This design comes from an exercise in tuning for a short achievable clock period and few clock cycles per item on the open sky130 flow, not from production work.
In this exercise RTL edits were held to simulation tests only and were not proved equivalent to the original.
Power figures rest on the tool's default switching activity, not on a simulated workload.

wip/zinc:
Design alu_exec_unit, start of the top module:
module alu_exec_unit
#(
    parameter int XLEN  = 32,
    parameter int M_EXT = 1
) (
    input  logic            clk,
    input  logic            rst,
    input  logic            flush,
    input  logic            in_valid,
    output logic            in_ready,
    input  logic [1:0]      alu_op,
    input  logic [2:0]      funct3,
    input  logic [6:0]      funct7,
    input  logic [XLEN-1:0] op_a,
    input  logic [XLEN-1:0] op_b,
    output logic            out_valid,
    input  logic            out_ready,
    output logic [XLEN-1:0] result,
    output logic            result_zero
);
Settings: LEC_CHECK=0, ABC_CLOCK_PERIOD_IN_PS=3000, CAP_MARGIN=20, CORE_MARGIN=2, CORE_UTILIZATION=55, CTS_CLUSTER_SIZE=30, SETUP_SLACK_MARGIN=5, SLEW_MARGIN=20; clock period 9.0 ns.
standard.sh (not shown) runs the stock make flow with config.mk's settings and CLKGATE_MAP_FILE= SYNTH_SCRIPT=/design/flow/synth_recipe.tcl, a recipe that flattens the netlist after the stock synthesis.
==> flow/flow/run.sh <==
#!/bin/bash
# The standard layout, with timing repair aimed below the design's
# period: the same ORFS make targets and settings as standard.sh, except a
# larger SETUP_SLACK_MARGIN. Synthesis settings are unchanged.
set -euo pipefail
MARGIN=6.2
sed -e "s/SETUP_SLACK_MARGIN=[0-9.]*/SETUP_SLACK_MARGIN=${MARGIN}/" standard.sh > standard_tight.sh
grep -q "SETUP_SLACK_MARGIN=${MARGIN}" standard_tight.sh
bash standard_tight.sh > standard_tight.log 2>&1
Testbench counts of wip/zinc, summed over its fixed seeds: cycles 9,888, items 9,600.
Setup changes, wip/zinc to wip/umber
# wip/zinc
export LEC_CHECK = 0
export ABC_CLOCK_PERIOD_IN_PS = 3000
export CAP_MARGIN = 20
export CORE_MARGIN = 2
export CORE_UTILIZATION = 55
export CTS_CLUSTER_SIZE = 30
export SETUP_SLACK_MARGIN = 5
export SLEW_MARGIN = 20
create_clock -name core_clock -period 9.0 [get_ports {clk}]
# wip/umber
export LEC_CHECK = 0
export ABC_CLOCK_PERIOD_IN_PS = 3000
export CAP_MARGIN = 20
export CORE_MARGIN = 2
export CORE_UTILIZATION = 50
export CTS_CLUSTER_SIZE = 30
export SETUP_SLACK_MARGIN = 5
export SLEW_MARGIN = 20
create_clock -name core_clock -period 9.0 [get_ports {clk}]
-- flow/flow/run.sh --
<<< wip/zinc, line 6
MARGIN=6.2
>>> wip/umber, line 6
MARGIN=5.9
[summary]
The global-route track usage on met3 of wip/umber falls short of that of wip/zinc by 2.1 points.
In wip/umber, the latest clock arrival within the worst-skew pair came out 0.02 ns above the value in wip/zinc.
The via count reported for wip/umber is lower than the one for wip/zinc.
Compared with wip/zinc, wip/umber shows a power that is 2300 µW lower.
Between wip/zinc and wip/umber, the final cell count figures differ only marginally.
In terms of number of synthesized flops with an enable pin, wip/umber and wip/zinc differ only marginally.
Here is what was changed in the inputs of wip/nickel compared with wip/umber.
# wip/umber
export LEC_CHECK = 0
export ABC_CLOCK_PERIOD_IN_PS = 3000
export CAP_MARGIN = 20
export CORE_MARGIN = 2
export CORE_UTILIZATION = 50
export CTS_CLUSTER_SIZE = 30
export SETUP_SLACK_MARGIN = 5
export SLEW_MARGIN = 20
create_clock -name core_clock -period 9.0 [get_ports {clk}]
# wip/nickel
export LEC_CHECK = 0
export ABC_CLOCK_PERIOD_IN_PS = 3000
export CAP_MARGIN = 20
export CORE_MARGIN = 2
export CORE_UTILIZATION = 55
export CTS_CLUSTER_SIZE = 30
export SETUP_SLACK_MARGIN = 5
export SLEW_MARGIN = 20
create_clock -name core_clock -period 9.0 [get_ports {clk}]
Notes after the runs:
- As far as sequential power share is concerned, wip/umber and wip/nickel perform about the same.
- Taking wip/umber as the reference point, the minimum clock period after layout of wip/nickel falls by 0.070 ns.
- wip/umber → wip/nickel: overall fraction of global-route tracks in use moved up, data-path buffer share of cell area in the final layout went up by 0.20 points, part of the power in combinational logic went up 0.2 points, first-iteration DRC count higher.


the previous run:
Another version of the RTL of alu_exec_unit (not shown whole).
For scale: about 17000 cells after synthesis, about 120 I/O pins, roughly 200000 sq um of cells after synthesis.
Settings: LEC_CHECK=0, ABC_CLOCK_PERIOD_IN_PS=3000, CAP_MARGIN=20, CORE_MARGIN=2, CORE_UTILIZATION=55, CTS_CLUSTER_SIZE=30, SETUP_SLACK_MARGIN=5, SLEW_MARGIN=20; clock period 9.0 ns.
run.sh (not shown) runs the stock make flow with config.mk's settings and CLKGATE_MAP_FILE= SYNTH_SCRIPT=/design/flow/synth_recipe.tcl, a recipe that flattens the netlist after the stock synthesis.
Stock flow here: none of the scripts above is used.
Testbench counts of the previous run, summed over its fixed seeds: cycles 9,904, items 9,600.
Input-level comparison between the current run and the previous run:
==> flow/flow/run.sh (new file) <==
#!/bin/bash
# The standard layout, with timing repair aimed below the design's
# period: the same ORFS make targets and settings as standard.sh, except a
# larger SETUP_SLACK_MARGIN. Synthesis settings are unchanged.
set -euo pipefail
MARGIN=5.7
sed -e "s/SETUP_SLACK_MARGIN=[0-9.]*/SETUP_SLACK_MARGIN=${MARGIN}/" standard.sh > standard_tight.sh
grep -q "SETUP_SLACK_MARGIN=${MARGIN}" standard_tight.sh
bash standard_tight.sh > standard_tight.log 2>&1
==> flow/standard.sh (new file) <==
#!/bin/bash
# synth_recipe.tcl (not shown) runs the flow's synth.tcl, then flattens the netlist and writes it again
# the make line also repeats each setting of config.mk as NAME=value (left out here)
make -C /OpenROAD-flow-scripts/flow DESIGN_CONFIG=/design/flow/config.mk WORK_HOME=/design/flow/orfs CLKGATE_MAP_FILE= SYNTH_SCRIPT=/design/flow/synth_recipe.tcl "${@:-finish}"
removed: flow/run.sh
Notes after the runs:
- The current run ends up with higher cell depth of the worst setup path than the previous run does.
- Diff the previous run -> the current run: number of ordinary inverters in the final layout shows no meaningful change; number of placed instances, taps included level; worst setup slack grew by 0.52 ns.
- Both conditions hold for the current run: the flow ran to the end and the final layout passed the timing, design-rule and antenna checks.
- Fraction of area in clock buffers and inverters: the current run vs the previous run down 0.18 points

separate check: timing with driven ports:
How much do the figures lean on ideal ports? The routed layouts below were timed once more, with nothing changed but the port constraints.
Step 1, drivers: a clkbuf_16 drives clk and a buf_2 each remaining input, both assumed.
Step 2 adds t to the input delays and takes it off the output delays; t is the mean of the earliest and latest rising clock arrival at the registers after step 1. Input paths then give back, and output paths get back, about the clock's delay inside the block.
Slacks: no drivers / after step 1 / after step 2; pairs: no drivers / after step 1.
run | t, ns | setup slack, ns | latest minus earliest clock arrival (ns) | slew at the worst register clock pin (ns)
wip/zinc | 1.135 | 5.564 / 5.440 / 5.247 | 0.072 / 0.071 | 0.07 / 0.07
wip/umber | 1.139 | 5.495 / 5.414 / 4.941 | 0.109 / 0.110 | 0.07 / 0.07
wip/nickel | 1.129 | 5.565 / 5.453 / 4.961 | 0.089 / 0.089 | 0.07 / 0.07
the previous run | 1.120 | 4.978 / 4.978 / 4.298 | 0.111 / 0.111 | 0.07 / 0.07
the current run | 1.121 | 5.494 / 5.494 / 4.717 | 0.080 / 0.080 | 0.07 / 0.07
After both steps every run listed still meets setup and hold. The setup slack of the current run, which loses most, moves by 0.000 ns with the drivers and by -0.777 ns with both steps.
